Background: an optimization exercise with open tools, aiming at small area, a short achievable clock period and few clock cycles per item. Do not read the settings as production practice.
RTL that was checked went through simulation tests only; none was proved equivalent to the original.
Only the layout flow was run in run 1; the RTL was not checked for function there.
Power and IR drop assume default switching activity.

--- flow/design.v ---
module wprr_remap (
  input  logic        clk_i,
  input  logic        rst_ni,
  input  logic        start_i,        
  input  logic        cfg_i,          
  input  logic [11:0] wheel_i,
  input  logic [31:0] interval_i,
  output logic        done_o,         
  output logic [9:0]  quotient_o,
  output logic [31:0] interval_o
);
  typedef enum logic [1:0] {
    R_DONE,
    R_MUL,
    R_DIV
  } remap_state_e;
  remap_state_e state_q;
  logic         cfg_q;           
  logic [3:0]   cnt_q;
  logic [1:0]   dig_q;
  logic [40:0]  acc_q;           
  logic         neg_q;           
  logic [30:0]  den_q;           
  logic [9:0]   quo_q;           
  logic [31:0]  ival_q;
  logic [18:0]  mcand_q;         
  logic [15:0]  wden_q;          
  logic [1:0]   skip_q;          
  logic [1:0]   skip_in;         
  assign skip_in = (wheel_i <= 12'd1422) ? 2'd2 : (wheel_i <= 12'd2844) ? 2'd1 : 2'd0;
  function automatic logic [21:0] clamp22(input logic [31:0] v);
    clamp22 = (v[31:22] != '0) ? 22'h3fffff : v[21:0];
  endfunction
  function automatic logic [3:0] top_pair(input logic [21:0] v);
    top_pair = 4'd0;
    for (int j = 1; j < 11; j++) begin
      if (v[2*j +: 2] != 2'b00) top_pair = 4'(j);
    end
  endfunction
  logic [21:0] ic_in, ic_q;
  logic [3:0]  tp_in, cnt_m1;
  assign ic_in  = clamp22(interval_i);
  assign ic_q   = clamp22(ival_q);
  assign tp_in  = top_pair(ic_in);
  assign cnt_m1 = cnt_q - 4'd1;
  logic [18:0] mul_m;
  logic [10:0] den_t;
  logic [21:0] lo_sum;
  logic [19:0] hi_inc;
  logic [40:0] acc_mul;
  logic [30:0] den_mul;
  logic        last_add;
  assign mul_m   = mcand_q;        
  assign lo_sum  = {1'b0, acc_q[18:0], 2'b00} + (dig_q[1] ? {2'b00, mul_m, 1'b0} : 22'd0)
                                              + (dig_q[0] ? {3'b000, mul_m} : 22'd0);
  assign hi_inc  = acc_q[38:19] + 20'd1;
  assign acc_mul = {lo_sum[21] ? hi_inc : acc_q[38:19], lo_sum[20:0]};
  always_comb begin
    unique case (dig_q)
      2'd0: den_t = 11'd0;
      2'd1: den_t = cfg_q ? 11'd9  : 11'd500;
      2'd2: den_t = cfg_q ? 11'd18 : 11'd1000;
      default: den_t = cfg_q ? 11'd27 : 11'd1500;
    endcase
  end
  assign last_add = !cfg_q && (cnt_q == 4'd0);
  assign den_mul  = {den_q[28:0], 2'b00} + 31'(den_t) + (last_add ? 31'(wden_q) : 31'd0);
  logic [32:0] p2, rem_n;
  assign p2    = {neg_q, acc_q[40:10], acc_q[9]};
  assign rem_n = neg_q ? p2 + {2'b00, den_q} : p2 - {2'b00, den_q};
  always_ff @(posedge clk_i or negedge rst_ni) begin
    if (!rst_ni) begin
      state_q <= R_DONE;
      cfg_q   <= 1'b0;
      cnt_q   <= '0;
      mcand_q <= 19'd424800;      
      wden_q  <= 16'd21240;       
      skip_q  <= 2'd1;
    end else if (cfg_i) begin
      state_q <= R_MUL;
      cfg_q   <= 1'b1;
      cnt_q   <= 4'd5;
      mcand_q <= 19'd90 << skip_in;
      skip_q  <= skip_in;
    end else if (start_i) begin
      state_q <= R_MUL;
      cfg_q   <= 1'b0;
      cnt_q   <= tp_in;
    end else begin
      unique case (state_q)
        R_MUL: begin
          if (cnt_q == 4'd0) begin
            if (cfg_q) begin
              state_q <= R_DONE;
              cfg_q   <= 1'b0;
              mcand_q <= acc_mul[18:0];
              wden_q  <= den_mul[15:0];
            end else begin
              state_q <= R_DIV;
              cnt_q   <= 4'd9 - 4'(skip_q);
            end
          end else begin
            cnt_q <= cnt_m1;
          end
        end
        R_DIV: begin
          if (cnt_q == 4'd0) state_q <= R_DONE;
          cnt_q <= cnt_m1;
        end
        default: ;
      endcase
    end
  end
  always_ff @(posedge clk_i) begin
    if (cfg_i) begin
      ival_q <= {20'd0, wheel_i};
      dig_q  <= wheel_i[11:10];
      acc_q  <= '0;
      den_q  <= '0;
    end else if (start_i) begin
      ival_q <= interval_i;
      dig_q  <= ic_in[2*tp_in +: 2];
      acc_q  <= '0;
      den_q  <= '0;
      neg_q  <= 1'b0;
      quo_q  <= '0;
    end else if (state_q == R_MUL) begin
      acc_q  <= acc_mul;
      den_q  <= den_mul;
      dig_q  <= cfg_q ? ival_q[2*cnt_m1 +: 2] : ic_q[2*cnt_m1 +: 2];
    end else if (state_q == R_DIV) begin
      acc_q  <= {rem_n[30:0], acc_q[8:0], !rem_n[32]};
      neg_q  <= rem_n[32];
      if (!rem_n[32]) quo_q[cnt_q] <= 1'b1;
    end
  end
  assign done_o     = (state_q == R_DONE);
  assign quotient_o = quo_q;
  assign interval_o = ival_q;
endmodule
module wheel_pulse_rate_remapper (
  input  logic        clk_i,
  input  logic        rst_ni,
  input  logic        s_axis_tvalid,
  output logic        s_axis_tready,
  input  logic [7:0]  s_axis_tdata,
  output logic        m_axis_tvalid,
  input  logic        m_axis_tready,
  output logic [39:0] m_axis_tdata,
  input  logic        cfg_valid_i,
  output logic        cfg_ready_o,
  input  logic [2:0]  cfg_index_i,
  input  logic [31:0] cfg_data_i
);
  localparam int QCNT_W = 5;
  localparam logic [QCNT_W-1:0] QCNT_LIM = QCNT_W'(28);
  logic [15:0] slow_q;
  logic [9:0]  debounce_q;
  logic [15:0] idle_q;
  logic [7:0]  pulse_q;
  logic [21:0] hold_q;
  assign cfg_ready_o = 1'b1;
  always_ff @(posedge clk_i or negedge rst_ni) begin
    if (!rst_ni) begin
      slow_q     <= 16'd383;
      debounce_q <= 10'd100;
      idle_q     <= 16'd4000;
      pulse_q    <= 8'd2;
      hold_q     <= 22'd900000;
    end else if (cfg_valid_i) begin
      case (cfg_index_i)
        3'd1: slow_q     <= cfg_data_i[15:0];
        3'd2: debounce_q <= cfg_data_i[9:0];
        3'd3: idle_q     <= cfg_data_i[15:0];
        3'd4: pulse_q    <= cfg_data_i[7:0];
        3'd5: hold_q     <= cfg_data_i[21:0];
        default: ;
      endcase
    end
  end
  logic [1:0]  occ_q;                  
  logic        ent0_q, ent1_q;         
  logic        tready_q;
  logic [31:0] sr_q;                   
  logic        e_q;                    
  logic [QCNT_W-1:0] k_q;              
  logic [QCNT_W-1:0] k2_q;             
  logic        in_fire, h_edge, a_go, q_full;
  logic [1:0]  occ_d;
  assign s_axis_tready = tready_q;
  assign in_fire = tready_q && s_axis_tvalid;
  assign h_edge  = ent0_q && (sr_q > {22'd0, debounce_q});
  assign q_full  = e_q ? (k2_q >= QCNT_LIM) : (k_q >= QCNT_LIM);
  assign a_go    = (occ_q != 2'd0) && !(h_edge && (e_q || !q_done)) && !q_full;
  assign occ_d   = occ_q + 2'(in_fire) - 2'(a_go);
  always_ff @(posedge clk_i or negedge rst_ni) begin
    if (!rst_ni) begin
      occ_q    <= '0;
      ent0_q   <= 1'b0;
      ent1_q   <= 1'b0;
      tready_q <= 1'b1;
    end else begin
      occ_q    <= occ_d;
      tready_q <= (occ_d != 2'd2);
      if (a_go) begin
        ent0_q <= (occ_q == 2'd2) ? ent1_q : s_axis_tdata[0];
        if (in_fire) ent1_q <= s_axis_tdata[0];
      end else if (in_fire) begin
        if (occ_q == 2'd0) ent0_q <= s_axis_tdata[0];
        else               ent1_q <= s_axis_tdata[0];
      end
    end
  end
  always_ff @(posedge clk_i or negedge rst_ni) begin
    if (!rst_ni) begin
      sr_q <= '0;
    end else if (a_go) begin
      sr_q <= h_edge ? 32'd1 : sr_q + 32'd1;
    end
  end
  logic        q_done;
  logic [9:0]  q_val;
  logic [31:0] q_meas;
  wprr_remap u_remap (
    .clk_i      (clk_i),
    .rst_ni     (rst_ni),
    .start_i    (a_go && h_edge),
    .cfg_i      (cfg_valid_i && (cfg_index_i == 3'd0)),
    .wheel_i    (cfg_data_i[11:0]),
    .interval_i (sr_q),
    .done_o     (q_done),
    .quotient_o (q_val),
    .interval_o (q_meas)
  );
  logic out_valid_q, out_free;
  logic b_go, b_edge, b_known;
  assign out_free = !out_valid_q || m_axis_tready;
  assign b_edge   = (k_q == '0) && e_q;
  assign b_go     = out_free && (k_q != '0 || e_q) && b_known;
  always_ff @(posedge clk_i or negedge rst_ni) begin
    if (!rst_ni) begin
      e_q  <= 1'b0;
      k_q  <= '0;
      k2_q <= '0;
    end else begin
      if (b_go && b_edge) begin
        e_q  <= 1'b0;
        k_q  <= k2_q + QCNT_W'(a_go);
        k2_q <= '0;
      end else begin
        if (a_go && h_edge) e_q <= 1'b1;
        if (e_q) begin
          k_q  <= k_q - QCNT_W'(b_go);
          k2_q <= k2_q + QCNT_W'(a_go);
        end else begin
          k_q  <= k_q - QCNT_W'(b_go) + QCNT_W'(a_go && !h_edge);
        end
      end
    end
  end
  logic [31:0] now_q, sw_q, meas_q;
  logic [21:0] next_q;
  logic [7:0]  pl_q;
  logic [1:0]  lamp_q;
  logic        level_q, first_q;
  logic        fnp_q;    
  logic        f0_q;     
  logic        qnext_q;  
  logic [9:0]  lwlo_q;   
  logic        lwhi_q;   
  logic        pend, blue, use_q, fire;
  logic        now_max, sw_max;
  logic [31:0] sw_inc;
  logic        eq_next, eq_q;
  logic        fq, q_le_sw, q_wrap, fq_known;
  logic        fnp_cur, eq_cur;
  logic        hold_carry;
  logic        fnp_fired, f0_fired;
  logic        fnp_kept, f0_kept;
  logic        lvl_f, lvl_n, level;
  logic [7:0]  pl_f, pl_n;
  assign q_le_sw = (sw_q[31:10] != '0) || (sw_q[9:0] >= q_val);
  assign q_wrap  = lwhi_q && (({1'b0, lwlo_q} + {1'b0, q_val}) >= 11'h400);
  assign fq      = f0_q ? (q_wrap || q_le_sw) : (q_wrap && q_le_sw);
  assign fq_known = q_done || (f0_q && !lwhi_q && !q_le_sw);
  assign pend    = b_edge || first_q;
  assign blue    = b_edge && (q_meas > {16'd0, slow_q}) && (sw_q >= {16'd0, slow_q});
  assign use_q   = b_edge && !blue;
  assign fnp_cur = qnext_q ? fq : fnp_q;
  assign eq_cur  = qnext_q ? eq_q : eq_next;
  assign fire    = !pend ? fnp_cur : (use_q ? fq : f0_q);
  assign b_known = (use_q || (!pend && qnext_q)) ? fq_known : 1'b1;
  assign now_max = &now_q;
  assign sw_max  = &sw_q;
  assign sw_inc  = sw_q + 32'd1;
  assign eq_next = (sw_inc == {10'd0, next_q});
  assign eq_q    = (sw_inc == {22'd0, q_val});
  assign hold_carry = ({1'b0, now_q[21:0]} + {1'b0, hold_q}) >= 23'h400000 && (&now_q[31:22]);
  assign fnp_fired  = (hold_q == 22'd1) || (!now_max && ((hold_q == 22'd0) || hold_carry));
  assign f0_fired   = !now_max;
  assign fnp_kept = !pend ? (eq_cur || (!now_max && fnp_cur)) : (use_q ? eq_q : sw_max);
  assign f0_kept  = sw_max || (!now_max && f0_q);
  assign lvl_f = (pulse_q != '0);
  assign pl_f  = lvl_f ? pulse_q - 8'd1 : 8'd0;
  assign lvl_n = (pl_q != '0);
  assign pl_n  = lvl_n ? pl_q - 8'd1 : 8'd0;
  assign level = fire ? lvl_f : lvl_n;
  always_ff @(posedge clk_i or negedge rst_ni) begin
    if (!rst_ni) begin
      now_q       <= '0;
      sw_q        <= '0;
      meas_q      <= '0;
      next_q      <= 22'd999999;
      pl_q        <= '0;
      lamp_q      <= 2'd0;
      level_q     <= 1'b0;
      first_q     <= 1'b1;
      out_valid_q <= 1'b0;
      fnp_q       <= 1'b0;
      f0_q        <= 1'b1;
      lwlo_q      <= '0;
      lwhi_q      <= 1'b0;
      qnext_q     <= 1'b0;
    end else begin
      if (out_free) out_valid_q <= b_go;
      if (b_go) begin
        first_q <= 1'b0;
        now_q   <= now_q + 32'd1;
        sw_q    <= fire ? 32'd1 : sw_inc;
        if (b_edge) meas_q <= q_meas;
        next_q  <= fire ? hold_q : ((use_q || (!pend && qnext_q)) ? {12'd0, q_val} :
                                    (!pend ? next_q : 22'd0));
        qnext_q <= !fire && (use_q || (!pend && qnext_q)) && !q_done;
        pl_q    <= fire ? pl_f : pl_n;
        level_q <= level;
        if (pend)                            lamp_q <= blue ? 2'd1 : 2'd2;
        else if (sw_q > {16'd0, idle_q})     lamp_q <= 2'd0;
        fnp_q   <= fire ? fnp_fired : fnp_kept;
        f0_q    <= fire ? f0_fired : f0_kept;
        if (fire) begin
          lwlo_q <= now_q[9:0];
          lwhi_q <= &now_q[31:10];
        end
      end else if (qnext_q && q_done) begin
        next_q  <= {12'd0, q_val};
        fnp_q   <= fq;
        qnext_q <= 1'b0;
      end
    end
  end
  assign m_axis_tvalid = out_valid_q;
  assign m_axis_tdata  = {5'd0, meas_q, lamp_q, level_q};
endmodule
--- flow/run.sh ---
#!/bin/bash
# synth_recipe.tcl (not shown) runs the flow's synth.tcl, then flattens the netlist and writes it again
# the make line also repeats each setting of config.mk as NAME=value (left out here)
make -C /OpenROAD-flow-scripts/flow DESIGN_CONFIG=/design/flow/config.mk WORK_HOME=/design/flow/orfs CLKGATE_MAP_FILE= SYNTH_SCRIPT=/design/flow/synth_recipe.tcl finish
--- flow/config.mk ---
export PLATFORM = sky130hd
export DESIGN_NAME = wheel_pulse_rate_remapper
export DESIGN_NICKNAME = wheel_pulse_rate_remapper
export VERILOG_FILES = /design/flow/design.v
export SDC_FILE = /design/flow/constraint.sdc
export NUM_CORES = 4
export LEC_CHECK = 0
export CAP_MARGIN = 20
export CORE_MARGIN = 2
export CORE_UTILIZATION = 55
export SETUP_SLACK_MARGIN = 4.2
export SLEW_MARGIN = 20
--- flow/constraint.sdc ---
create_clock -name core_clock -period 8.0 [get_ports {clk_i}]
set_input_delay 1.6000 -clock core_clock [delete_from_list [all_inputs] [get_ports {clk_i}]]
set_output_delay 1.6000 -clock core_clock [all_outputs]
set_load 0.01 [all_outputs]
==> impl_metrics.env, run 1 <==
export IMPL_leakage_nw=14.5
export IMPL_die_y_um=230
export IMPL_synth_most_common_cell="nand2_1"
export IMPL_crit_path_end_kind="flop"
export IMPL_crit_arrival_ps=4380
export IMPL_grt_start_max_net_pins=137
export IMPL_synth_seq_cells=426
export IMPL_via_per_inst=6.05
export IMPL_maxCapViolCount=0
export IMPL_ios=91
export IMPL_postSynthAreaPerCell_um2=8.78
export IMPL_seq_area_frac_synth=0.369
export IMPL_synth_top_flop_cell="dfrtp_1"
export IMPL_syn2layout_area_growth_pct=18.1
export IMPL_period_share=0.508
export IMPL_hold_class="reg -> reg"
export IMPL_worst_slack_ps=3930
export IMPL_final_max_slew_viol_count=0
export IMPL_row_count=82
export IMPL_fin_area_mm2=0.0333
export IMPL_cts_buffers=49
export IMPL_crit_path_cell_trace="nor4_4, nand2b_1, buf_4, nor3_4, and2_4, buf_4, a21oi_1, xnor2_1, ha_1, a21oi_1, nor2b_1, o21a_1, o32ai_4, xnor2_4, o21a_4"
export IMPL_dpl_hpwl_um=54000
export IMPL_cts_htree_levels=2
export IMPL_p_int_mw=7.93
export IMPL_post_place_ws_ps=2990
export IMPL_rsz0062_at_grt="true"
export IMPL_first_pass_iters=5
export IMPL_powerDensity_mw_per_mm2=428
export IMPL_grt_pass1_wl_um=128000
export IMPL_yosysUniqueCellTypes=92
export IMPL_synth_top_family_by_area="simple AND/OR/NAND/NOR gates"
export IMPL_place_gp_congestion=0.915
export IMPL_cts_root_buf="clkbuf_16"
export IMPL_clk_pin_slew_ps=60
export IMPL_p_comb_frac=0.587
export IMPL_outcome="complete, no violations"
export IMPL_synth_top_area_cell="dfrtp_1"
export IMPL_yosys_area_share_adder=0.110
export IMPL_start_util=0.559
export IMPL_synth_edf_count=25
export IMPL_route_final_wire_length_um=82000
export IMPL_synth_simple_area_share=0.188
export IMPL_grt_remaining_overflow=0
export IMPL_nFillCells=4115
export IMPL_synth_xor_area_frac=0.0693
export IMPL_maxSlewHeadroom=0.400
export IMPL_clockBufferDepth=3
export IMPL_dpl_instance_area_mm2=0.0293
export IMPL_synthArstFlopShare=0.725
export IMPL_worst_setup_path_start_kind="flop"
export IMPL_cts_sinks=426
export IMPL_netSwitchingFraction=0.443
export IMPL_fin_util=0.661
export IMPL_antenna_found_initial=0
export IMPL_grt_use_total=0.301
export IMPL_tightest_slew_ps=891
export IMPL_critPathMaxFanout=6
export IMPL_slowest_delay_ps=400
export IMPL_ctsHoldBuffers=0
export IMPL_portBuffers=67
export IMPL_synth_mux_area_frac=0.0508
export IMPL_yosysWarnings=2
export IMPL_die_area_mm2=0.0531
export IMPL_nets=3582
export IMPL_setup_violations=0
export IMPL_drtAntennaViolNets=0
export IMPL_routedWlPerCell_um=20.4
export IMPL_required_ps=8310
export IMPL_grt_pass1_vias=23600
export IMPL_fin_skew_ps=13.7
export IMPL_syn_area_mm2=0.0282
export IMPL_power_mw=14.2
export IMPL_p_sw_mw=6.31
export IMPL_setup_tns_ps=0
export IMPL_netlist_top_cells_count="nand2_1 (432), dfrtp_1 (246), nor2_1 (235)"
export IMPL_max_freq_mhz=246
export IMPL_die_x_um=230
export IMPL_vdd_drop_max_v=0.000361
export IMPL_netlist_area_leader_share=0.218
export IMPL_worst_setup_path_type="reg -> reg"
export IMPL_final_hold_viol_count=0
export IMPL_clk_latency_ps=600
export IMPL_vias=24300
export IMPL_cts_tree="done"
export IMPL_min_period_ps=4070
export IMPL_route_detailed_drc=0
export IMPL_drive_gt1_frac=0.179
export IMPL_coreArea_mm2=0.0504
export IMPL_drtIter0Drc=2199
export IMPL_num_antenna_cells=0
export IMPL_synth_compound_area_frac=0.162
export IMPL_synth_cells=3209
export IMPL_power_frac_seq=0.257
export IMPL_r2r_slack_ps=3930
export IMPL_power_frac_clock=0.156
export IMPL_synth_area_leaders="dfrtp_1 (22%), ha_1 (8.7%), dfxtp_1 (6.5%), dfstp_2 (5.9%), nand2_1 (5.8%)"
export IMPL_crit_slowest_cell="o32ai_4"
power groups by stage:
stage | logic [mW] | registers [mW] | clock network, mW
6_report | 8.36 | 3.65 | 2.23
2_1_floorplan | 5.26 | 3.41 | 0
4_1_cts | 7.40 | 3.62 | 2.27
5_1_grt | 9.23 | 3.74 | 2.35
3_5_place_dp | 6.80 | 3.67 | 0
3_3_place_gp | 6.63 | 3.65 | 0
metrics by stage:
step	cells	hold slack, ps
finish	4019	464
global placement	3809	458
CTS	3959	466
global route	4019	488
detailed placement	3809	456
floorplan	3213	430
sequential cells by signal, summed over array words and instances, names as in the netlist, 4 cells and up:
name,cells
debounce_q,10
hold_q,22
idle_q,16
k2_q,5
k_q,5
lwlo_q,10
meas_q,32
next_q,22
now_q,32
pl_q,8
pulse_q,8
slow_q,16
sr_q,32
sw_q,32
u_remap.acc_q,41
u_remap.cnt_q,4
u_remap.den_q,31
u_remap.ival_q,32
u_remap.mcand_q,19
u_remap.quo_q,10
u_remap.wden_q,16
worst max-delay path: cells and delay by family (launching register included):
kind	cells	cell delay (ps)
flip-flops	1	350
XOR/XNOR	2	460
AND/OR/NAND/NOR	5	1070
buffers and inverters	2	290
AO/OA/AOI/OAI	5	1250
adder cells (fa/ha/maj)	1	340
routing by layer:
metal | global-route usage | vias to the layer above | part of all wire | routed length [um]
met1 | 0.429 | 11900 | 0.46 | 37600
met5 | 0 | - | 0 | 0
li1 | - | 11500 | - | -
met3 | 0.0426 | 114 | 0.063 | 5130
met4 | 0.0869 | 0 | 0.024 | 1960
met2 | 0.477 | 756 | 0.46 | 37300
cell usage in the layout, fill, tap and decap left out, drive strengths merged, types with 49 or more instances in the layout:
cell and count:
nand4 59, nand2 434, and3 49, dfrtp 246, mux2 75, a21oi 221
nand3 83, buf 131, o21ai 180, clkbuf 80, dfxtp 92, dfstp 63
a211oi 56, ha 197, nor3 82, inv 192, clkdlybuf4s50 66, xor2 82
xnor2 141, nor2 237
final cells by class:
class / instances / area, um2 / area share
Sequential cell: 426 / 10400 / 0.314
Timing Repair Buffer: 202 / 1950 / 0.0586
Inverter: 192 / 742 / 0.0223
Timing Repair inverter: 1 / 6.26 / 0.000188
Tap cell: 672 / 841 / 0.0253
Clock buffer: 75 / 1450 / 0.0435
Clock inverter: 17 / 119 / 0.00357
Multi-Input combinational cell: 2434 / 17700 / 0.533
cell families (layout without fill, tap and decap cells):
| kind of cell | count (synthesis) | after routing |
|---|---|---|
| AOI/OAI and AO/OA | 725 | 726 |
| xor gates and xnor gates | 223 | 223 |
| adders and majority gates | 229 | 229 |
| buffers and inverters | 357 | 487 |
| DFF | 426 | 426 |
| muxes | 125 | 125 |
| other | 2 | 6 |
| and+or+nand+nor | 1122 | 1125 |
path summary, 6_finish.rpt:
path	from	endpoint	cells past startpoint
hold reg to reg	now_q[27]$_DFFE_PN0P_	now_q[27]$_DFFE_PN0P_	1
hold / removal	now_q[27]$_DFFE_PN0P_	now_q[27]$_DFFE_PN0P_	1
setup reg to reg	u_remap.den_q[7]$_SDFFE_PN0P_	u_remap.quo_q[4]$_SDFFCE_PP0P_	15
min in group asynchronous	rst_ni	pl_q[0]$_DFFE_PN0P_	1
max in group asynchronous	rst_ni	u_remap.cfg_q$_DFFE_PN0P_	2
setup / recovery	u_remap.den_q[7]$_SDFFE_PN0P_	u_remap.quo_q[4]$_SDFFCE_PP0P_	15
what timing repair did:
item                       in CTS  in global routing
cloned                          3                  7
buffers inserted               55                 53
resized for setup             134                178
pin swaps                      56                117
setup endpoints to repair     257                157
==> run 2: changes to the inputs <==
--- a/flow/design.v
+++ b/flow/design.v
@@ -4,7 +4,9 @@
   input  logic        start_i,        
   input  logic        cfg_i,          
+  input  logic        keep_i,         
   input  logic [11:0] wheel_i,
   input  logic [31:0] interval_i,
-  output logic        done_o,         
+  output logic        idle_o,         
+  output logic        final_o,        
   output logic [9:0]  quotient_o,
   output logic [31:0] interval_o
@@ -28,5 +30,12 @@
   logic [1:0]   skip_q;          
   logic [1:0]   skip_in;         
-  assign skip_in = (wheel_i <= 12'd1422) ? 2'd2 : (wheel_i <= 12'd2844) ? 2'd1 : 2'd0;
+  logic         cfgp_q;          
+  logic         final_q;         
+  logic         protect, cfg_go;
+  logic [11:0]  w_src;
+  assign protect = keep_i && !cfg_q && (state_q != R_DONE);
+  assign cfg_go  = (cfg_i || cfgp_q) && !protect;
+  assign w_src   = cfg_i ? wheel_i : ival_q[11:0];
+  assign skip_in = (w_src <= 12'd1422) ? 2'd2 : (w_src <= 12'd2844) ? 2'd1 : 2'd0;
   function automatic logic [21:0] clamp22(input logic [31:0] v);
     clamp22 = (v[31:22] != '0) ? 22'h3fffff : v[21:0];
@@ -77,5 +86,8 @@
       wden_q  <= 16'd21240;       
       skip_q  <= 2'd1;
-    end else if (cfg_i) begin
+      cfgp_q  <= 1'b0;
+      final_q <= 1'b0;
+    end else if (cfg_go) begin
+      cfgp_q  <= 1'b0;
       state_q <= R_MUL;
       cfg_q   <= 1'b1;
@@ -86,4 +98,5 @@
       state_q <= R_MUL;
       cfg_q   <= 1'b0;
+      final_q <= 1'b0;
       cnt_q   <= tp_in;
     end else begin
@@ -105,15 +118,19 @@
         end
         R_DIV: begin
-          if (cnt_q == 4'd0) state_q <= R_DONE;
+          if (cnt_q == 4'd0) begin
+            state_q <= R_DONE;
+            final_q <= 1'b1;
+          end
           cnt_q <= cnt_m1;
         end
         default: ;
       endcase
+      if (cfg_i) cfgp_q <= 1'b1;
     end
   end
   always_ff @(posedge clk_i) begin
-    if (cfg_i) begin
-      ival_q <= {20'd0, wheel_i};
-      dig_q  <= wheel_i[11:10];
+    if (cfg_go) begin
+      ival_q <= {20'd0, w_src};
+      dig_q  <= w_src[11:10];
       acc_q  <= '0;
       den_q  <= '0;
@@ -130,10 +147,12 @@
       dig_q  <= cfg_q ? ival_q[2*cnt_m1 +: 2] : ic_q[2*cnt_m1 +: 2];
     end else if (state_q == R_DIV) begin
-      acc_q  <= {rem_n[30:0], acc_q[8:0], !rem_n[32]};
+      if (cfg_i) ival_q <= {20'd0, wheel_i};
+      acc_q  <= {rem_n[30:0], acc_q[8:0], 1'b0};
       neg_q  <= rem_n[32];
       if (!rem_n[32]) quo_q[cnt_q] <= 1'b1;
     end
   end
-  assign done_o     = (state_q == R_DONE);
+  assign idle_o     = (state_q == R_DONE) && !cfgp_q;
+  assign final_o    = final_q;
   assign quotient_o = quo_q;
   assign interval_o = ival_q;
@@ -179,4 +198,7 @@
     end
   end
+  logic        q_done;       
+  logic        q_final;      
+  logic        qnext_q;      
   logic [1:0]  occ_q;                  
   logic        ent0_q, ent1_q;         
@@ -219,5 +241,4 @@
     end
   end
-  logic        q_done;
   logic [9:0]  q_val;
   logic [31:0] q_meas;
@@ -227,7 +248,9 @@
     .start_i    (a_go && h_edge),
     .cfg_i      (cfg_valid_i && (cfg_index_i == 3'd0)),
+    .keep_i     (qnext_q),
     .wheel_i    (cfg_data_i[11:0]),
     .interval_i (sr_q),
-    .done_o     (q_done),
+    .idle_o     (q_done),
+    .final_o    (q_final),
     .quotient_o (q_val),
     .interval_o (q_meas)
@@ -235,7 +258,14 @@
   logic out_valid_q, out_free;
   logic b_go, b_edge, b_known;
+  logic e_old_q;
   assign out_free = !out_valid_q || m_axis_tready;
   assign b_edge   = (k_q == '0) && e_q;
-  assign b_go     = out_free && (k_q != '0 || e_q) && b_known;
+  assign b_go     = out_free && (k_q != '0 || (e_q && e_old_q)) && b_known;
+  logic [QCNT_W-1:0] k_inc, k_dec, k2_inc;
+  logic              a_plain;
+  assign k_inc   = k_q + 1'b1;
+  assign k_dec   = k_q - 1'b1;
+  assign k2_inc  = k2_q + 1'b1;
+  assign a_plain = a_go && !h_edge;
   always_ff @(posedge clk_i or negedge rst_ni) begin
     if (!rst_ni) begin
@@ -246,13 +276,13 @@
       if (b_go && b_edge) begin
         e_q  <= 1'b0;
-        k_q  <= k2_q + QCNT_W'(a_go);
+        k_q  <= a_go ? k2_inc : k2_q;
         k2_q <= '0;
       end else begin
         if (a_go && h_edge) e_q <= 1'b1;
         if (e_q) begin
-          k_q  <= k_q - QCNT_W'(b_go);
-          k2_q <= k2_q + QCNT_W'(a_go);
+          k_q  <= b_go ? k_dec : k_q;
+          k2_q <= a_go ? k2_inc : k2_q;
         end else begin
-          k_q  <= k_q - QCNT_W'(b_go) + QCNT_W'(a_go && !h_edge);
+          k_q  <= (b_go == a_plain) ? k_q : (b_go ? k_dec : k_inc);
         end
       end
@@ -266,8 +296,10 @@
   logic        fnp_q;    
   logic        f0_q;     
-  logic        qnext_q;  
   logic [9:0]  lwlo_q;   
   logic        lwhi_q;   
   logic        pend, blue, use_q, fire;
+  logic        mgt_slow_q;    
+  logic        ge_slow_q;     
+  logic        ge_slow_now, ge_slow_inc;
   logic        now_max, sw_max;
   logic [31:0] sw_inc;
@@ -283,7 +315,9 @@
   assign q_wrap  = lwhi_q && (({1'b0, lwlo_q} + {1'b0, q_val}) >= 11'h400);
   assign fq      = f0_q ? (q_wrap || q_le_sw) : (q_wrap && q_le_sw);
-  assign fq_known = q_done || (f0_q && !lwhi_q && !q_le_sw);
+  assign fq_known = q_final || (f0_q && !lwhi_q && !q_le_sw);
   assign pend    = b_edge || first_q;
-  assign blue    = b_edge && (q_meas > {16'd0, slow_q}) && (sw_q >= {16'd0, slow_q});
+  assign blue    = b_edge && mgt_slow_q && ge_slow_q;
+  assign ge_slow_now = (sw_q >= {16'd0, slow_q});
+  assign ge_slow_inc = sw_max ? (slow_q == '0) : (ge_slow_now || (sw_inc == {16'd0, slow_q}));
   assign use_q   = b_edge && !blue;
   assign fnp_cur = qnext_q ? fq : fnp_q;
@@ -322,5 +356,11 @@
       lwhi_q      <= 1'b0;
       qnext_q     <= 1'b0;
+      mgt_slow_q  <= 1'b0;
+      e_old_q     <= 1'b0;
+      ge_slow_q   <= 1'b0;
     end else begin
+      mgt_slow_q <= (q_meas > {16'd0, slow_q});
+      e_old_q    <= e_q && !(b_go && b_edge);
+      ge_slow_q  <= !b_go ? ge_slow_now : (fire ? (slow_q <= 16'd1) : ge_slow_inc);
       if (out_free) out_valid_q <= b_go;
       if (b_go) begin
@@ -331,5 +371,5 @@
         next_q  <= fire ? hold_q : ((use_q || (!pend && qnext_q)) ? {12'd0, q_val} :
                                     (!pend ? next_q : 22'd0));
-        qnext_q <= !fire && (use_q || (!pend && qnext_q)) && !q_done;
+        qnext_q <= !fire && (use_q || (!pend && qnext_q)) && !q_final;
         pl_q    <= fire ? pl_f : pl_n;
         level_q <= level;
@@ -342,5 +382,5 @@
           lwhi_q <= &now_q[31:10];
         end
-      end else if (qnext_q && q_done) begin
+      end else if (qnext_q && q_final) begin
         next_q  <= {12'd0, q_val};
         fnp_q   <= fq;
--- a/flow/config.mk
+++ b/flow/config.mk
@@ -8,5 +8,5 @@
 export CAP_MARGIN = 20
 export CORE_MARGIN = 2
-export CORE_UTILIZATION = 55
-export SETUP_SLACK_MARGIN = 4.2
+export CORE_UTILIZATION = 40
+export SETUP_SLACK_MARGIN = 4.5
 export SLEW_MARGIN = 20
==> run 2 against run 1 <==
  * Still clean
  * Power increased by 2.4%
  * Sequential share of layout area decreased by 1.3 points
  * Clock-buffer cell count decreased by 1
  * Sequential cell count increased by 5
  * Worst setup slack improved by 250 ps
  * Final area increased by 5.4%
  * Critical path type unchanged
==> impl_metrics.env, run 2 <==
export IMPL_start_util=0.404
export IMPL_grt_pass1_wl_um=136000
export IMPL_synth_area_leaders="dfrtp_1 (22%), ha_1 (8.5%), dfxtp_1 (6.4%), dfstp_2 (5.7%), xnor2_1 (4.6%)"
export IMPL_drive_gt1_frac=0.208
export IMPL_power_frac_seq=0.254
export IMPL_route_detailed_drc=0
export IMPL_min_period_ps=3810
export IMPL_die_x_um=273
export IMPL_synth_edf_count=25
export IMPL_antenna_found_initial=1
export IMPL_netlist_area_leader_share=0.218
export IMPL_power_frac_clock=0.171
export IMPL_largest_register_ffs=41
export IMPL_max_freq_mhz=262
export IMPL_critPathMaxFanout=6
export IMPL_final_max_slew_viol_count=0
export IMPL_p_comb_frac=0.575
export IMPL_outcome="complete, no violations"
export IMPL_routedWlPerCell_um=19.9
export IMPL_via_per_inst=5.64
export IMPL_vias=24800
export IMPL_clk_latency_ps=640
export IMPL_grt_use_total=0.230
export IMPL_final_common_cell="nand2_1"
export IMPL_vdd_drop_max_v=0.000281
export IMPL_first_pass_iters=6
export IMPL_grt_pass1_vias=23700
export IMPL_maxSlewHeadroom=0.362
export IMPL_row_count=98
export IMPL_die_area_mm2=0.0744
export IMPL_cts_root_buf="clkbuf_16"
export IMPL_synth_cells=3245
export IMPL_setup_violations=0
export IMPL_seq_area_mm2=0.0106
export IMPL_die_y_um=273
export IMPL_coreArea_mm2=0.0715
export IMPL_syn2layout_area_growth_pct=21.4
export IMPL_grt_start_max_net_pins=78
export IMPL_top_register="u_remap.acc_q"
export IMPL_worst_slack_ps=4190
export IMPL_postSynthAreaPerCell_um2=8.90
export IMPL_post_place_ws_ps=3110
export IMPL_seq_area_frac_synth=0.365
export IMPL_synth_most_common_cell="nand2_1"
export IMPL_dpl_hpwl_um=57500
export IMPL_whs_ps=460
export IMPL_layout_cells_non_filler=4389
export IMPL_final_hold_viol_count=0
export IMPL_hold_class="reg -> reg"
export IMPL_route_final_wire_length_um=87200
export IMPL_period_share=0.477
export IMPL_setup_tns_ps=0
export IMPL_place_gp_congestion=0.926
export IMPL_rsz0062_at_grt="true"
export IMPL_power_mw=14.6
export IMPL_clk_pin_slew_ps=70
export IMPL_cts_buffers=53
export IMPL_crit_path_end_kind="flop"
export IMPL_cts_htree_levels=2
export IMPL_maxCapViolCount=0
export IMPL_ctsHoldBuffers=0
export IMPL_worst_setup_path_start_kind="flop"
export IMPL_yosysUniqueCellTypes=104
export IMPL_p_sw_mw=6.43
export IMPL_grt_remaining_overflow=0
export IMPL_synth_top_flop_cell="dfrtp_1"
export IMPL_synthArstFlopShare=0.729
export IMPL_netlist_top_cells_count="nand2_1 (350), nor2_1 (307), dfrtp_1 (251)"
export IMPL_yosysWarnings=2
export IMPL_tightest_slew_ps=952
export IMPL_nFillCells=6682
export IMPL_clockBufferDepth=3
export IMPL_crit_arrival_ps=4330
export IMPL_worst_setup_path_type="reg -> reg"
export IMPL_drtAntennaViolNets=0
export IMPL_cts_tree="done"
export IMPL_drtIter0Drc=1952
export IMPL_portBuffers=67
export IMPL_nets=3669
export IMPL_required_ps=8520
export IMPL_synth_top_area_cell="dfrtp_1"
export IMPL_ios=91
export IMPL_synth_seq_cells=431
export IMPL_leakage_nw=15.2
export IMPL_powerDensity_mw_per_mm2=416
export IMPL_place_inst=4146
export IMPL_syn_area_mm2=0.0289
export IMPL_cts_sinks=431
export IMPL_layout_common_cells="nand2_1 (333), nor2_1 (287), dfrtp_1 (239), inv_1 (181), o21ai_0 (172)"
export IMPL_fin_skew_ps=40.0
export IMPL_num_antenna_cells=0
export IMPL_p_int_mw=8.15
export IMPL_multi_input_area_mm2=0.0185
export IMPL_netSwitchingFraction=0.441
## run 2: cell count changes after synthesis, moves of 14 or more
cell | before | now
nand2_1 | 432 | 350
o21ai_0 | 169 | 185
and2_1 | 31 | 15
a211oi_1 | 56 | 35
o22ai_1 | 6 | 20
buf_2 | 14 | 28
nor2_1 | 235 | 307
a21oi_1 | 221 | 194
mux2_2 | 75 | 106
clkbuf_1 | 127 | 100
## run 2: power by group through the flow
stage          combinational (mW)  sequential, mW  clock, mW
2_1_floorplan                5.50            3.37          0
3_3_place_gp                 6.68            3.73          0
3_5_place_dp                 6.76            3.74          0
4_1_cts                      7.59            3.67       2.53
5_1_grt                      9.27            3.79       2.63
6_report                     8.39            3.70       2.49
## run 2: cell type report
class | count | area share
multi-input cells | 2476 | 0.527
flip-flops and latches | 431 | 0.301
repair buffers | 235 | 0.0652
clock buffers | 74 | 0.0445
well taps | 950 | 0.0339
inverters | 197 | 0.0216
clock inverters | 26 | 0.00667
## run 2: logic make-up (layout without fill, tap and decap cells)
family                     after synthesis  in the layout  share of synthesized area
adders and majority gates              227            227                      0.106
other                                    2              6                   0.000260
AOI/OAI and AO/OA                      729            732                      0.162
buffers and inverters                  348            532                     0.0485
DFF                                    431            431                      0.365
xor gates and xnor gates               248            248                     0.0759
muxes                                  148            148                     0.0594
and+or+nand+nor                       1112           1115                      0.183
## run 2: worst max-delay path, stage by stage, from the launching register on
cell and delay [ps]:
dfrtp_4 510, clkinv_4 70, ha_4 160, nand2_8 70, nor2_4 170, buf_12 130, nand2_2 60, fa_1 500
inv_1 70, ha_4 190, nor4_4 290, a21oi_2 60, a41o_1 310, a311o_1 370, a21oi_4 190, buf_12 140
nor3_4 40, xnor2_1 120, a211oi_1 230
## run 2: worst paths after layout
| check | startpoint | endpoint | slack, ps | cells past startpoint |
|---|---|---|---|---|
| worst max register to register | u_remap.cnt_q[0]$_DFFE_PN0P_ | u_remap.den_q[28]$_SDFFE_PP0P_ | 4190 | 18 |
| max in group asynchronous | rst_ni | sw_q[5]$_DFFE_PN0P_ | 5640 | 2 |
| worst max-delay path | u_remap.cnt_q[0]$_DFFE_PN0P_ | u_remap.den_q[28]$_SDFFE_PP0P_ | 4190 | 18 |
| min in group asynchronous | rst_ni | sw_q[31]$_DFFE_PN0P_ | 930 | 1 |
| worst min register to register | now_q[30]$_DFFE_PN0P_ | now_q[30]$_DFFE_PN0P_ | 460 | 1 |
| worst min-delay path | now_q[30]$_DFFE_PN0P_ | now_q[30]$_DFFE_PN0P_ | 460 | 1 |
## run 2: repair_timing
action	4_1_cts	5_1_grt
pin swaps	75	118
gates cloned	9	2
setup buffers	71	61
gates resized for setup	158	140
endpoints found under the setup margin	230	208
## run 2: stage by stage
| step | instance area, um2 | util |
|---|---|---|
| after floorplan | 29200 | - |
| after global placement | 30600 | 0.428 |
| after detailed placement | 30600 | 0.428 |
| after CTS | 33900 | 0.474 |
| after global routing | 35100 | 0.491 |
| final | 35100 | 0.491 |
## run 2: routing by layer
metal	vias to the layer above	GRT usage	share of wire
li1	11800	-	-
met1	12000	0.322	0.46
met2	745	0.357	0.44
met3	182	0.0392	0.063
met4	0	0.0791	0.035
met5	-	0	0
Testbench counts of run 2, summed over its fixed seeds: cycles 9,152, items 8,000.
==> run 3: changes to the inputs <==
--- a/flow/design.v
+++ b/flow/design.v
@@ -35,6 +35,6 @@
   logic [11:0]  w_src;
   assign protect = keep_i && !cfg_q && (state_q != R_DONE);
-  assign cfg_go  = (cfg_i || cfgp_q) && !protect;
-  assign w_src   = cfg_i ? wheel_i : ival_q[11:0];
+  assign cfg_go  = cfgp_q && !protect;
+  assign w_src   = ival_q[11:0];
   assign skip_in = (w_src <= 12'd1422) ? 2'd2 : (w_src <= 12'd2844) ? 2'd1 : 2'd0;
   function automatic logic [21:0] clamp22(input logic [31:0] v);
@@ -88,5 +88,6 @@
       cfgp_q  <= 1'b0;
       final_q <= 1'b0;
-    end else if (cfg_go) begin
+    end else begin
+    if (cfg_go) begin
       cfgp_q  <= 1'b0;
       state_q <= R_MUL;
@@ -126,15 +127,16 @@
         default: ;
       endcase
-      if (cfg_i) cfgp_q <= 1'b1;
+    end
+    if (cfg_i) cfgp_q <= 1'b1;
     end
   end
   always_ff @(posedge clk_i) begin
+    if (cfg_i) ival_q <= {20'd0, wheel_i};
     if (cfg_go) begin
-      ival_q <= {20'd0, w_src};
       dig_q  <= w_src[11:10];
       acc_q  <= '0;
       den_q  <= '0;
     end else if (start_i) begin
-      ival_q <= interval_i;
+      if (!cfg_i) ival_q <= interval_i;
       dig_q  <= ic_in[2*tp_in +: 2];
       acc_q  <= '0;
@@ -147,5 +149,4 @@
       dig_q  <= cfg_q ? ival_q[2*cnt_m1 +: 2] : ic_q[2*cnt_m1 +: 2];
     end else if (state_q == R_DIV) begin
-      if (cfg_i) ival_q <= {20'd0, wheel_i};
       acc_q  <= {rem_n[30:0], acc_q[8:0], 1'b0};
       neg_q  <= rem_n[32];
--- a/flow/config.mk
+++ b/flow/config.mk
@@ -8,5 +8,5 @@
 export CAP_MARGIN = 20
 export CORE_MARGIN = 2
-export CORE_UTILIZATION = 40
-export SETUP_SLACK_MARGIN = 4.5
+export CORE_UTILIZATION = 55
+export SETUP_SLACK_MARGIN = 4.3
 export SLEW_MARGIN = 20
==> run 3 against run 2 <==
  * Largest power group unchanged
  * Combinational power decreased by 7.7%
  * Global-route usage increased by 8.5 points
  * Power decreased by 3.5%
  * Clock skew decreased by 14 ps
  * Critical endpoint is now u_remap.quo_q[8]$_SDFFCE_PN0P_
  * Register-to-register slack got worse by 910 ps
  * Die area decreased by 27%
  * Core utilization increased by 15 points
==> impl_metrics.env, run 3 <==
export IMPL_outcome="complete, no violations"
export IMPL_drtIter0Drc=1868
export IMPL_fin_area_mm2=0.0335
export IMPL_drtAntennaViolNets=0
export IMPL_seq_area_frac_synth=0.360
export IMPL_fin_util=0.641
export IMPL_synth_most_common_cell="nand2_1"
export IMPL_grt_met3_usage=0.0413
export IMPL_tightest_slew_ps=1030
export IMPL_yosysUniqueCellTypes=100
export IMPL_cts_tree="done"
export IMPL_vdd_drop_max_v=0.000276
export IMPL_grt_remaining_overflow=0
export IMPL_leakage_nw=14.9
export IMPL_critPathMaxFanout=10
export IMPL_crit_slowest_cell="or4_4"
export IMPL_netlist_top_cells_count="nand2_1 (426), dfrtp_1 (251), nor2_1 (239)"
export IMPL_synth_top_flop_cell="dfrtp_1"
export IMPL_critical_path_top_delay_family="compound AO/OA/AOI/OAI gates"
export IMPL_syn2layout_area_growth_pct=15.9
export IMPL_synth_cells=3286
export IMPL_fin_skew_ps=25.6
export IMPL_route_detailed_drc=0
export IMPL_setup_violations=0
export IMPL_cts_htree_levels=2
export IMPL_syn_area_mm2=0.0289
export IMPL_grt_start_max_net_pins=138
export IMPL_dpl_hpwl_um=59700
export IMPL_maxCapViolCount=0
export IMPL_portBuffers=67
export IMPL_post_place_ws_ps=2440
export IMPL_crit_buf_inv=5
export IMPL_via_per_inst=6.14
export IMPL_grt_use_met1=0.458
export IMPL_hold_class="reg -> reg"
export IMPL_coreArea_mm2=0.0522
export IMPL_nets=3623
export IMPL_slowest_delay_ps=550
export IMPL_period_share=0.591
export IMPL_cpMostUsedCell="buf_6"
export IMPL_synth_area_leaders="dfrtp_1 (22%), ha_1 (8.5%), dfxtp_1 (7.2%), dfstp_2 (5.7%), nand2_1 (5.5%)"
export IMPL_final_common_cell="nand2_1"
export IMPL_setup_tns_ps=0
export IMPL_route_final_wire_length_um=86700
export IMPL_crit_path_cell_trace="or4_4, nor4_4, nand2_2, nor3_4, buf_4, buf_6, buf_6, a31oi_4, xor2_1, ha_2, a21o_1, a21o_1, a221oi_4, a2bb2oi_2, a211oi_2, o41ai_2, xor2_2, buf_6, o21ai_4, buf_12"
export IMPL_dpl_instance_area_mm2=0.0302
export IMPL_place_gp_congestion=0.912
export IMPL_synth_edf_count=13
export IMPL_crit_arrival_ps=5040
export IMPL_clockBufferDepth=3
export IMPL_required_ps=8320
export IMPL_die_x_um=233
export IMPL_powerDensity_mw_per_mm2=420
export IMPL_crit_path_end_kind="flop"
export IMPL_max_freq_mhz=212
export IMPL_start_util=0.553
export IMPL_cts_root_buf="clkbuf_16"
export IMPL_worst_setup_path_type="reg -> reg"
export IMPL_netlist_area_leader_share=0.217
export IMPL_row_count=84
export IMPL_maxSlewHeadroom=0.314
export IMPL_cts_sinks=431
export IMPL_synthArstFlopShare=0.729
export IMPL_whs_ps=460
export IMPL_synth_seq_cells=431
export IMPL_die_y_um=233
export IMPL_first_pass_iters=6
export IMPL_worst_slack_ps=3280
export IMPL_yosysWarnings=2
export IMPL_busiest_layer="met2"
export IMPL_largest_register_ffs=41
export IMPL_num_antenna_cells=0
export IMPL_final_hold_viol_count=0
export IMPL_clk_pin_slew_ps=70
export IMPL_grt_use_total=0.315
export IMPL_final_max_slew_viol_count=0
export IMPL_vias=25000
export IMPL_top_register="u_remap.acc_q"
export IMPL_grt_pass1_wl_um=135000
export IMPL_min_period_ps=4720
export IMPL_worst_setup_path_start_kind="flop"
export IMPL_drive_gt1_frac=0.155
export IMPL_antenna_found_initial=1
export IMPL_routedWlPerCell_um=21.3
export IMPL_ios=91
export IMPL_die_area_mm2=0.0544
export IMPL_synth_top_area_cell="dfrtp_1"
export IMPL_ctsHoldBuffers=0
export IMPL_grt_pass1_vias=24400
export IMPL_cts_buffers=51
export IMPL_clk_latency_ps=610
export IMPL_met2_usage=0.494
export IMPL_rsz0062_at_grt="true"
export IMPL_postSynthAreaPerCell_um2=8.79
export IMPL_layout_common_cells="nand2_1 (416), dfrtp_1 (249), nor2_1 (228), a21oi_1 (192), inv_1 (186)"
[run 3: changes by cell type after synthesis, sizes merged, moves of 24 or more]
cell,previous run,this run
nor4,31,55
nor2,313,240
a21o,39,67
mux2i,34,58
nand2,352,426
mux2,106,78
[run 3: final timing paths]
check | from | to | slack (ps) | depth (start not counted)
setup / recovery | u_remap.den_q[3]$_SDFFE_PP0P_ | u_remap.quo_q[8]$_SDFFCE_PN0P_ | 3280 | 20
hold / removal | now_q[29]$_DFFE_PN0P_ | now_q[29]$_DFFE_PN0P_ | 460 | 1
setup reg to reg | u_remap.den_q[3]$_SDFFE_PP0P_ | u_remap.quo_q[8]$_SDFFCE_PN0P_ | 3280 | 20
hold reg to reg | now_q[29]$_DFFE_PN0P_ | now_q[29]$_DFFE_PN0P_ | 460 | 1
max in group asynchronous | rst_ni | u_remap.mcand_q[0]$_DFFE_PN0P_ | 5370 | 2
min in group asynchronous | rst_ni | hold_q[21]$_DFFE_PN0P_ | 1080 | 1
[run 3: area by class of cell]
class / instances / area (um2)
fill: 4435 / 18700
multi-input combinational: 2506 / 18100
sequential: 431 / 10400
timing repair buffer: 166 / 1580
clock buffer: 71 / 1460
tap: 688 / 861
inverter: 192 / 729
clock inverter: 24 / 383
[run 3: through the flow]
stage,total power [mW],cells
2_1_floorplan,8.71,3290
6_report,14.1,4078
4_1_cts,13.6,4062
3_3_place_gp,10.3,3909
3_5_place_dp,10.6,3909
5_1_grt,15.0,4078
[run 3: timing repair]
| action | 4_1_cts | 5_1_grt |
|---|---|---|
| pin swaps | 30 | 31 |
| cloned | 2 | 2 |
| endpoints found under the setup margin | 235 | 143 |
| resized for setup | 86 | 94 |
| setup buffers | 56 | 14 |
[run 3: routing by layer]
metal,share of wire,vias to the layer above,routed length (um)
li1,-,11800,-
met2,0.45,792,39100
met3,0.061,134,5290
met5,0,-,0
met4,0.022,0,1920
met1,0.47,12400,40400
[run 3: kinds of logic after synthesis]
| family | Yosys count | share of synthesized area |
|---|---|---|
| muxes | 142 | 0.0552 |
| other | 2 | 0.000260 |
| and+or+nand+nor | 1129 | 0.186 |
| adders and majority gates | 228 | 0.107 |
| xor gates and xnor gates | 241 | 0.0730 |
| DFF | 431 | 0.360 |
| AOI/OAI and AO/OA | 758 | 0.169 |
| buffers and inverters | 355 | 0.0500 |
[run 3: where the power goes]
part	total, mW	internal [mW]	switching (mW)	leakage, nW
sequential	3.77	2.94	0.823	4.88
clock	2.57	1.57	0.998	0.904
combinational	7.74	3.39	4.35	9.07
total	14.1	7.90	6.17	14.9
Testbench counts of run 3, summed over its fixed seeds: cycles 9,152, items 8,000.
==> run 4: changes to the inputs <==
--- a/flow/config.mk
+++ b/flow/config.mk
@@ -9,4 +9,4 @@
 export CORE_MARGIN = 2
 export CORE_UTILIZATION = 55
-export SETUP_SLACK_MARGIN = 4.3
+export SETUP_SLACK_MARGIN = 4.6
 export SLEW_MARGIN = 20
==> run 4 against run 3 <==
  * Maximum frequency grew 1.7%
  * Register-to-register slack gained 80 ps
  * Combinational power grew 12%
  * First-iteration DRC count grew 28%
  * Final area grew 4.2%
  * Power grew 5.6%
  * Synthesized cell count is the same
  * Sequential cell count is the same
  * Sequential share of layout area shrank 1.2 points
  * Highest routed layer unchanged
==> impl_metrics.env, run 4 <==
export IMPL_portBuffers=67
export IMPL_synth_simple_area_share=0.186
export IMPL_vdd_drop_max_v=0.000241
export IMPL_grt_pass1_vias=24600
export IMPL_drtAntennaViolNets=0
export IMPL_antenna_found_initial=3
export IMPL_synth_most_common_cell="nand2_1"
export IMPL_cts_root_buf="clkbuf_16"
export IMPL_worst_slack_ps=3350
export IMPL_ios=91
export IMPL_start_util=0.553
export IMPL_grt_pass1_wl_um=138000
export IMPL_critPathMaxFanout=10
export IMPL_largest_register_ffs=41
export IMPL_grt_start_max_net_pins=157
export IMPL_setup_violations=0
export IMPL_layout_common_cells="nand2_1 (406), dfrtp_1 (242), nor2_1 (226), inv_1 (178), a21oi_1 (178)"
export IMPL_r2r_worst_path_cells=19
export IMPL_yosysWarnings=2
export IMPL_period_share=0.581
export IMPL_ctsHoldBuffers=0
export IMPL_synth_xor_area_frac=0.0730
export IMPL_clk_pin_slew_ps=60
export IMPL_leakage_nw=15.3
export IMPL_rsz0062_at_grt="true"
export IMPL_die_y_um=233
export IMPL_post_place_ws_ps=2780
export IMPL_final_hold_viol_count=0
export IMPL_grt_remaining_overflow=0
export IMPL_required_ps=8310
export IMPL_crit_buf_inv=2
export IMPL_yosysUniqueCellTypes=100
export IMPL_cts_tree="done"
export IMPL_routedWlPerCell_um=21.5
export IMPL_min_from="u_remap.ival_q[27]$_DFF_P_"
export IMPL_drtIter0Drc=2388
export IMPL_powerDensity_mw_per_mm2=426
export IMPL_cts_htree_levels=2
export IMPL_via_per_inst=6.19
export IMPL_min_to="meas_q[27]$_DFFE_PN0P_"
export IMPL_tightest_slew_ps=1060
export IMPL_r2r_slack_ps=3350
export IMPL_critical_path_top_delay_family="simple AND/OR/NAND/NOR gates"
export IMPL_yosys_area_share_adder=0.107
export IMPL_synth_area_leaders="dfrtp_1 (22%), ha_1 (8.5%), dfxtp_1 (7.2%), dfstp_2 (5.7%), nand2_1 (5.5%)"
export IMPL_netlist_area_leader_share=0.217
export IMPL_crit_slowest_cell="or4_4"
export IMPL_row_count=84
export IMPL_first_pass_iters=6
export IMPL_die_x_um=233
export IMPL_cp_depth=19
export IMPL_final_common_cell="nand2_1"
export IMPL_r2r_start="u_remap.den_q[4]$_SDFFE_PP0P_"
export IMPL_crit_arrival_ps=4960
export IMPL_maxCapViolCount=0
export IMPL_fin_skew_ps=17.5
export IMPL_synthArstFlopShare=0.729
export IMPL_dpl_hpwl_um=59100
export IMPL_synth_top_flop_cell="dfrtp_1"
export IMPL_worst_setup_path_start_kind="flop"
export IMPL_fin_area_mm2=0.0349
export IMPL_nFillCells=4159
export IMPL_die_area_mm2=0.0544
export IMPL_slowest_delay_ps=530
export IMPL_cts_sinks=431
export IMPL_rr_endpoint="u_remap.quo_q[9]$_SDFFCE_PN0P_"
export IMPL_synth_compound_area_frac=0.169
export IMPL_synth_seq_cells=431
export IMPL_min_period_ps=4650
export IMPL_grt_use_total=0.321
export IMPL_synth_mux_area_frac=0.0552
export IMPL_place_gp_congestion=0.950
export IMPL_drive_gt1_frac=0.204
export IMPL_syn2layout_area_growth_pct=20.8
export IMPL_route_final_wire_length_um=89400
export IMPL_synth_top_family_by_area="simple AND/OR/NAND/NOR gates"
export IMPL_route_detailed_drc=0
export IMPL_vias=25700
export IMPL_outcome="complete, no violations"
export IMPL_setup_tns_ps=0
export IMPL_power_mw=14.9
export IMPL_cts_buffers=51
export IMPL_seq_area_frac_synth=0.360
export IMPL_dpl_instance_area_mm2=0.0302
export IMPL_max_freq_mhz=215
export IMPL_netlist_top_cells_count="nand2_1 (426), dfrtp_1 (251), nor2_1 (239)"
export IMPL_coreArea_mm2=0.0522
export IMPL_crit_path_end_kind="flop"
export IMPL_maxSlewHeadroom=0.290
export IMPL_final_max_slew_viol_count=0
export IMPL_worst_setup_path_type="reg -> reg"
export IMPL_synth_top_area_cell="dfrtp_1"
export IMPL_postSynthAreaPerCell_um2=8.79
export IMPL_synth_cells=3286
export IMPL_synth_edf_count=13
export IMPL_hold_class="reg -> reg"
export IMPL_crit_path_cell_trace="or4_4, nor4_4, nand2_2, nor3_4, and3_4, and2b_2, a21oi_1, xor2_1, ha_1, nand2_1, o21ai_1, a41o_1, a2bb2oi_2, a211oi_2, o41ai_2, xor2_2, buf_6, o21ai_4, buf_12"
export IMPL_whs_path_depth=2
export IMPL_clk_latency_ps=610
export IMPL_nets=3693
export IMPL_clockBufferDepth=3
export IMPL_top_register="u_remap.acc_q"
export IMPL_syn_area_mm2=0.0289
-- run 4: changes by cell type in the layout (fill, tap and decap cells not counted), moves of 8 or more --
cell / change
buf_4: +35
buf_6: +22
a21oi_1: -14
ha_1: -13
a21oi_2: +11
ha_4: +11
nand2_1: -10
inv_2: +9
buf_12: +8
inv_1: -8
nand2_2: +8
-- run 4: through the flow --
step            util  hold slack (ps)  cells
2_1_floorplan      -              431   3290
3_3_place_gp   0.579              451   3909
3_5_place_dp   0.579              457   3909
4_1_cts        0.644              469   4099
5_1_grt        0.668              495   4148
6_report       0.668              467   4150
-- run 4: worst reg2reg max path, delay by kind of cell (launching register included) --
kind | cells | cell delay (ps)
flops | 1 | 330
compound gates | 7 | 1250
buf+inv | 2 | 300
fa+ha+maj | 1 | 360
xor+xnor | 2 | 460
simple gates | 7 | 1620
-- run 4: logic make-up after synthesis --
group / after synthesis
compound gates: 758
mux: 142
simple gates: 1129
other cells: 2
buf+inv: 355
xor+xnor: 241
flops: 431
fa+ha+maj: 228
-- run 4: final cells by class --
type | count | area (um2) | area share
inverters | 192 | 726 | 0.0208
flip-flops and latches | 431 | 10400 | 0.299
repair buffers | 237 | 2420 | 0.0693
clock inverters | 27 | 270 | 0.00774
clock buffers | 68 | 1430 | 0.0410
well taps | 688 | 861 | 0.0247
multi-input cells | 2505 | 18800 | 0.538
diodes | 2 | 5.00 | 0.000143
-- run 4: how the worst max path moves through the flow --
stage	from	to	slack, ps
after global placement	m_axis_tready	sw_q[12]$_DFFE_PN0P_	2860
after detailed placement	m_axis_tready	sw_q[29]$_DFFE_PN0P_	2780
after floorplan	u_remap.den_q[3]$_SDFFE_PP0P_	u_remap.quo_q[0]$_SDFFCE_PN0P_	3870
after CTS	u_remap.den_q[3]$_SDFFE_PP0P_	u_remap.quo_q[8]$_SDFFCE_PN0P_	3380
final	u_remap.den_q[4]$_SDFFE_PP0P_	u_remap.quo_q[9]$_SDFFCE_PN0P_	3350
after global routing	u_remap.den_q[3]$_SDFFE_PP0P_	u_remap.quo_q[9]$_SDFFCE_PN0P_	3230
-- run 4: timing repair --
action	4_1_cts	5_1_grt
setup buffers	89	47
gates cloned	6	2
setup endpoints to repair	317	237
gates resized for setup	185	174
pin swaps	79	80
-- run 4: report_power, final --
part / switching [mW] / internal, mW / leakage (nW)
Sequential: 0.824 / 2.94 / 4.87
Clock: 1.00 / 1.39 / 0.841
Combinational: 4.72 / 3.97 / 9.62
Total: 6.55 / 8.31 / 15.3
-- run 4: per-layer routing --
layer	wire, um	global-route usage
met1	40500	0.459
met2	40700	0.505
met4	2270	0.0906
met3	5820	0.0502
met5	0	0
==> run 5: changes to the inputs <==
--- a/flow/design.v
+++ b/flow/design.v
@@ -5,4 +5,5 @@
   input  logic        cfg_i,          
   input  logic        keep_i,         
+  input  logic        drop_i,         
   input  logic [11:0] wheel_i,
   input  logic [31:0] interval_i,
@@ -15,5 +16,6 @@
     R_DONE,
     R_MUL,
-    R_DIV
+    R_DIV,
+    R_KEEP
   } remap_state_e;
   remap_state_e state_q;
@@ -106,8 +108,5 @@
           if (cnt_q == 4'd0) begin
             if (cfg_q) begin
-              state_q <= R_DONE;
-              cfg_q   <= 1'b0;
-              mcand_q <= acc_mul[18:0];
-              wden_q  <= den_mul[15:0];
+              state_q <= R_KEEP;
             end else begin
               state_q <= R_DIV;
@@ -125,6 +124,13 @@
           cnt_q <= cnt_m1;
         end
+        R_KEEP: begin
+          state_q <= R_DONE;
+          cfg_q   <= 1'b0;
+          mcand_q <= acc_q[18:0];
+          wden_q  <= den_q[15:0];
+        end
         default: ;
       endcase
+      if (drop_i && !cfg_q) state_q <= R_DONE;
     end
     if (cfg_i) cfgp_q <= 1'b1;
@@ -202,4 +208,5 @@
   logic        q_final;      
   logic        qnext_q;      
+  logic        b_go, b_edge, blue;
   logic [1:0]  occ_q;                  
   logic        ent0_q, ent1_q;         
@@ -250,4 +257,5 @@
     .cfg_i      (cfg_valid_i && (cfg_index_i == 3'd0)),
     .keep_i     (qnext_q),
+    .drop_i     (b_go && b_edge && blue),
     .wheel_i    (cfg_data_i[11:0]),
     .interval_i (sr_q),
@@ -258,5 +266,5 @@
   );
   logic out_valid_q, out_free;
-  logic b_go, b_edge, b_known;
+  logic b_known;
   logic e_old_q;
   assign out_free = !out_valid_q || m_axis_tready;
@@ -299,5 +307,5 @@
   logic [9:0]  lwlo_q;   
   logic        lwhi_q;   
-  logic        pend, blue, use_q, fire;
+  logic        pend, use_q, fire;
   logic        mgt_slow_q;    
   logic        ge_slow_q;     
--- a/flow/config.mk
+++ b/flow/config.mk
@@ -8,5 +8,5 @@
 export CAP_MARGIN = 20
 export CORE_MARGIN = 2
-export CORE_UTILIZATION = 55
-export SETUP_SLACK_MARGIN = 4.6
+export CORE_UTILIZATION = 40
+export SETUP_SLACK_MARGIN = 4.5
 export SLEW_MARGIN = 20
==> run 5 against run 4 <==
  * Still clean on timing, DRC and antenna
  * Global-route usage is 9.7 points lower
  * Synthesized cell count unchanged
  * Combinational power shrank 2%
  * Final area shrank 1.3%
==> impl_metrics.env, run 5 <==
export IMPL_coreArea_mm2=0.0715
export IMPL_final_hold_viol_count=0
export IMPL_r2r_start="u_remap.den_q[11]$_SDFFE_PN0P_"
export IMPL_worst_setup_path_type="reg -> reg"
export IMPL_postSynthAreaPerCell_um2=8.78
export IMPL_fin_skew_ps=48.7
export IMPL_wl_met2_um=39600
export IMPL_rr_endpoint="u_remap.quo_q[4]$_SDFFCE_PP0P_"
export IMPL_syn2layout_area_growth_pct=19.5
export IMPL_syn_area_mm2=0.0288
export IMPL_p_int_mw=8.34
export IMPL_cts_sinks=431
export IMPL_crit_path_end_kind="flop"
export IMPL_route_final_wire_length_um=85400
export IMPL_critPathMaxFanout=10
export IMPL_ctsHoldBuffers=0
export IMPL_portBuffers=67
export IMPL_vias=24800
export IMPL_nets=3694
export IMPL_power_frac_clock=0.168
export IMPL_seq_area_frac_synth=0.361
export IMPL_fin_util=0.482
export IMPL_die_y_um=273
export IMPL_start_util=0.404
export IMPL_min_period_ps=4170
export IMPL_drive_gt1_frac=0.176
export IMPL_hold_class="reg -> reg"
export IMPL_dpl_hpwl_um=57000
export IMPL_row_count=98
export IMPL_clk_latency_ps=630
export IMPL_place_gp_congestion=0.874
export IMPL_netlist_top_cells_count="nand2_1 (421), dfrtp_1 (251), nor2_1 (241)"
export IMPL_min_from="u_remap.wden_q[12]$_DFFE_PN1P_"
export IMPL_nFillCells=6707
export IMPL_grt_pass1_vias=23700
export IMPL_synth_top_flop_cell="dfrtp_1"
export IMPL_rsz0062_at_grt="true"
export IMPL_synth_edf_count=13
export IMPL_leakage_nw=14.8
export IMPL_synth_seq_cells=431
export IMPL_vdd_drop_max_v=0.000195
export IMPL_maxSlewHeadroom=0.335
export IMPL_top_layer_used="met4"
export IMPL_first_pass_iters=5
export IMPL_maxCapViolCount=0
export IMPL_worst_setup_path_start_kind="flop"
export IMPL_wl_met1_um=39300
export IMPL_r2r_worst_path_cells=16
export IMPL_route_detailed_drc=0
export IMPL_synth_most_common_cell="nand2_1"
export IMPL_die_area_mm2=0.0743
export IMPL_p_comb_frac=0.575
export IMPL_routedWlPerCell_um=19.4
export IMPL_min_to="u_remap.wden_q[12]$_DFFE_PN1P_"
export IMPL_netSwitchingFraction=0.437
export IMPL_final_max_slew_viol_count=0
export IMPL_grt_remaining_overflow=0
export IMPL_num_antenna_cells=0
export IMPL_ios=91
export IMPL_whs_ps=456
export IMPL_synthArstFlopShare=0.729
export IMPL_largest_register_ffs=41
export IMPL_grt_use_total=0.225
export IMPL_p_sw_mw=6.47
export IMPL_synth_top_area_cell="dfrtp_1"
export IMPL_clockBufferDepth=3
export IMPL_cts_htree_levels=2
export IMPL_cts_tree="done"
export IMPL_grt_pass1_wl_um=134000
export IMPL_drtAntennaViolNets=0
export IMPL_cts_root_buf="clkbuf_16"
export IMPL_powerDensity_mw_per_mm2=430
export IMPL_power_frac_seq=0.258
export IMPL_r2r_slack_ps=3830
export IMPL_drtIter0Drc=1686
export IMPL_cts_buffers=50
export IMPL_synth_area_leaders="dfrtp_1 (22%), ha_1 (8.5%), dfxtp_1 (7.2%), dfstp_2 (5.7%), nand2_1 (5.5%)"
export IMPL_layout_common_cells="nand2_1 (411), dfrtp_1 (235), nor2_1 (223), inv_1 (185), a21oi_1 (182)"
export IMPL_tightest_slew_ps=990
export IMPL_netlist_area_leader_share=0.218
export IMPL_die_x_um=273
export IMPL_final_common_cell="nand2_1"
export IMPL_antenna_found_initial=0
export IMPL_top_register="u_remap.acc_q"
export IMPL_met3_wirelength_um=4550
export IMPL_yosysUniqueCellTypes=100
export IMPL_yosysWarnings=2
export IMPL_clk_pin_slew_ps=60
export IMPL_required_ps=8320
export IMPL_crit_arrival_ps=4490
export IMPL_setup_violations=0
export IMPL_synth_cells=3286
export IMPL_whs_path_depth=2
export IMPL_outcome="complete, no violations"
export IMPL_via_per_inst=5.62
export IMPL_grt_start_max_net_pins=155
export IMPL_period_share=0.521
export IMPL_max_freq_mhz=240
export IMPL_setup_tns_ps=0
==> run 5: cell types whose count changed in the layout (fill, tap and decap cells not counted), sizes merged, moves of 9 or more <==
cell and delta:
o21ai +18, xnor2 +18, mux2 -17, a21oi -14
a31oi -12, o31ai -12, and2 +11, xor2 -11
or2 +9
==> run 5: per-layer routing <==
metal  track usage  vias up
met1         0.317    12100
met5             0        -
met2         0.365      611
met4        0.0565        0
met3        0.0286      120
li1              -    11900
==> run 5: worst max-delay path: stages (launching register included) <==
cell     delay, ps
dfxtp_4        350
or4_4          560
nor4_4         360
and4b_2        340
a21oi_2         70
xor2_1         170
ha_2           330
nand2_1        120
o21ai_2         70
nor4_2         290
o41ai_2        110
a31oi_2        210
a21oi_2        110
o41ai_4        270
xnor2_2        200
o21ai_4        180
buf_12         150
==> run 5: worst max-delay path by stage <==
stage	startpoint	end	slack (ps)	depth (start not counted)
after floorplan	u_remap.cnt_q[0]$_DFFE_PN0P_	u_remap.den_q[29]$_SDFFE_PN0P_	4020	20
after global placement	m_axis_tready	u_remap.state_q[0]$_DFFE_PN0P_	2840	8
after detailed placement	m_axis_tready	u_remap.state_q[0]$_DFFE_PN0P_	2850	8
after CTS	u_remap.den_q[6]$_SDFFE_PN0P_	u_remap.quo_q[4]$_SDFFCE_PP0P_	3670	16
after global routing	u_remap.den_q[11]$_SDFFE_PN0P_	u_remap.quo_q[4]$_SDFFCE_PP0P_	3680	16
final	u_remap.den_q[11]$_SDFFE_PN0P_	u_remap.quo_q[4]$_SDFFCE_PP0P_	3830	16
==> run 5: layout make-up <==
| class | count | area [um2] | area share |
|---|---|---|---|
| clock buffers | 70 | 1430 | 0.0414 |
| clock inverters | 24 | 352 | 0.0102 |
| inverters | 192 | 732 | 0.0212 |
| multi-input cells | 2517 | 18200 | 0.529 |
| flip-flops and latches | 431 | 10400 | 0.303 |
| well taps | 950 | 1190 | 0.0345 |
| repair buffers | 226 | 2090 | 0.0605 |
==> run 5: power by group through the flow <==
stage               Combinational (mW)  Sequential, mW  Clock [mW]
floorplan                         5.64            3.51           0
global placement                  7.06            3.85           0
detailed placement                7.13            3.86           0
CTS                               7.89            3.79        2.53
global route                      9.42            3.91        2.63
finish                            8.51            3.82        2.48
==> run 5: repair_timing <==
action	in CTS	in global routing
gates cloned	2	3
endpoints found under the setup margin	232	135
gates resized for setup	127	109
pin swaps	79	80
hold endpoints to repair	0	0
buffers inserted	78	55
==> run 5: logic make-up after synthesis <==
logic type      synth area share
buf+inv                   0.0478
flops                      0.361
other cells             0.000260
mux                       0.0478
xor+xnor                  0.0756
simple gates               0.192
fa+ha+maj                  0.107
compound gates             0.169
==> run 5: through the flow <==
| stage | instances | power, mW | area [um2] | setup WS [ps] |
|---|---|---|---|---|
| after CTS | 4352 | 14.2 | 33500 | 3670 |
| after detailed placement | 4178 | 11.0 | 30500 | 2850 |
| final | 4410 | 14.8 | 34500 | 3830 |
| after global routing | 4410 | 16.0 | 34500 | 3680 |
| after floorplan | 3290 | 9.15 | 29100 | 4020 |
| after global placement | 4178 | 10.9 | 30500 | 2840 |
Testbench counts of run 5, summed over its fixed seeds: cycles 9,054, items 8,000.

==> static timing again, ports no longer ideal <==
The results above use ideal ports. As a check the final layouts listed here were re-extracted and re-timed, cells and wires unchanged.
Step 1 assumes that a clkbuf_16 drives the clock port and a buf_2 every other input.
Step 2, shift: input delay + t, output delay - t, t = (earliest + latest rising clock arrival at the registers) / 2. This alone moves slack from input paths to output paths.
a / b / c = no drivers / after step 1 / after step 2; a / b = the first two.
run	shift t [ns]	slack for setup (ns)
run 1	0.661	3.934 / 3.934 / 3.476
run 2	0.690	4.187 / 4.187 / 3.904
run 3	0.665	3.275 / 3.275 / 3.275
run 4	0.668	3.354 / 3.354 / 3.354
run 5	0.671	3.829 / 3.829 / 3.829
After both steps setup and hold are still met in every run listed.
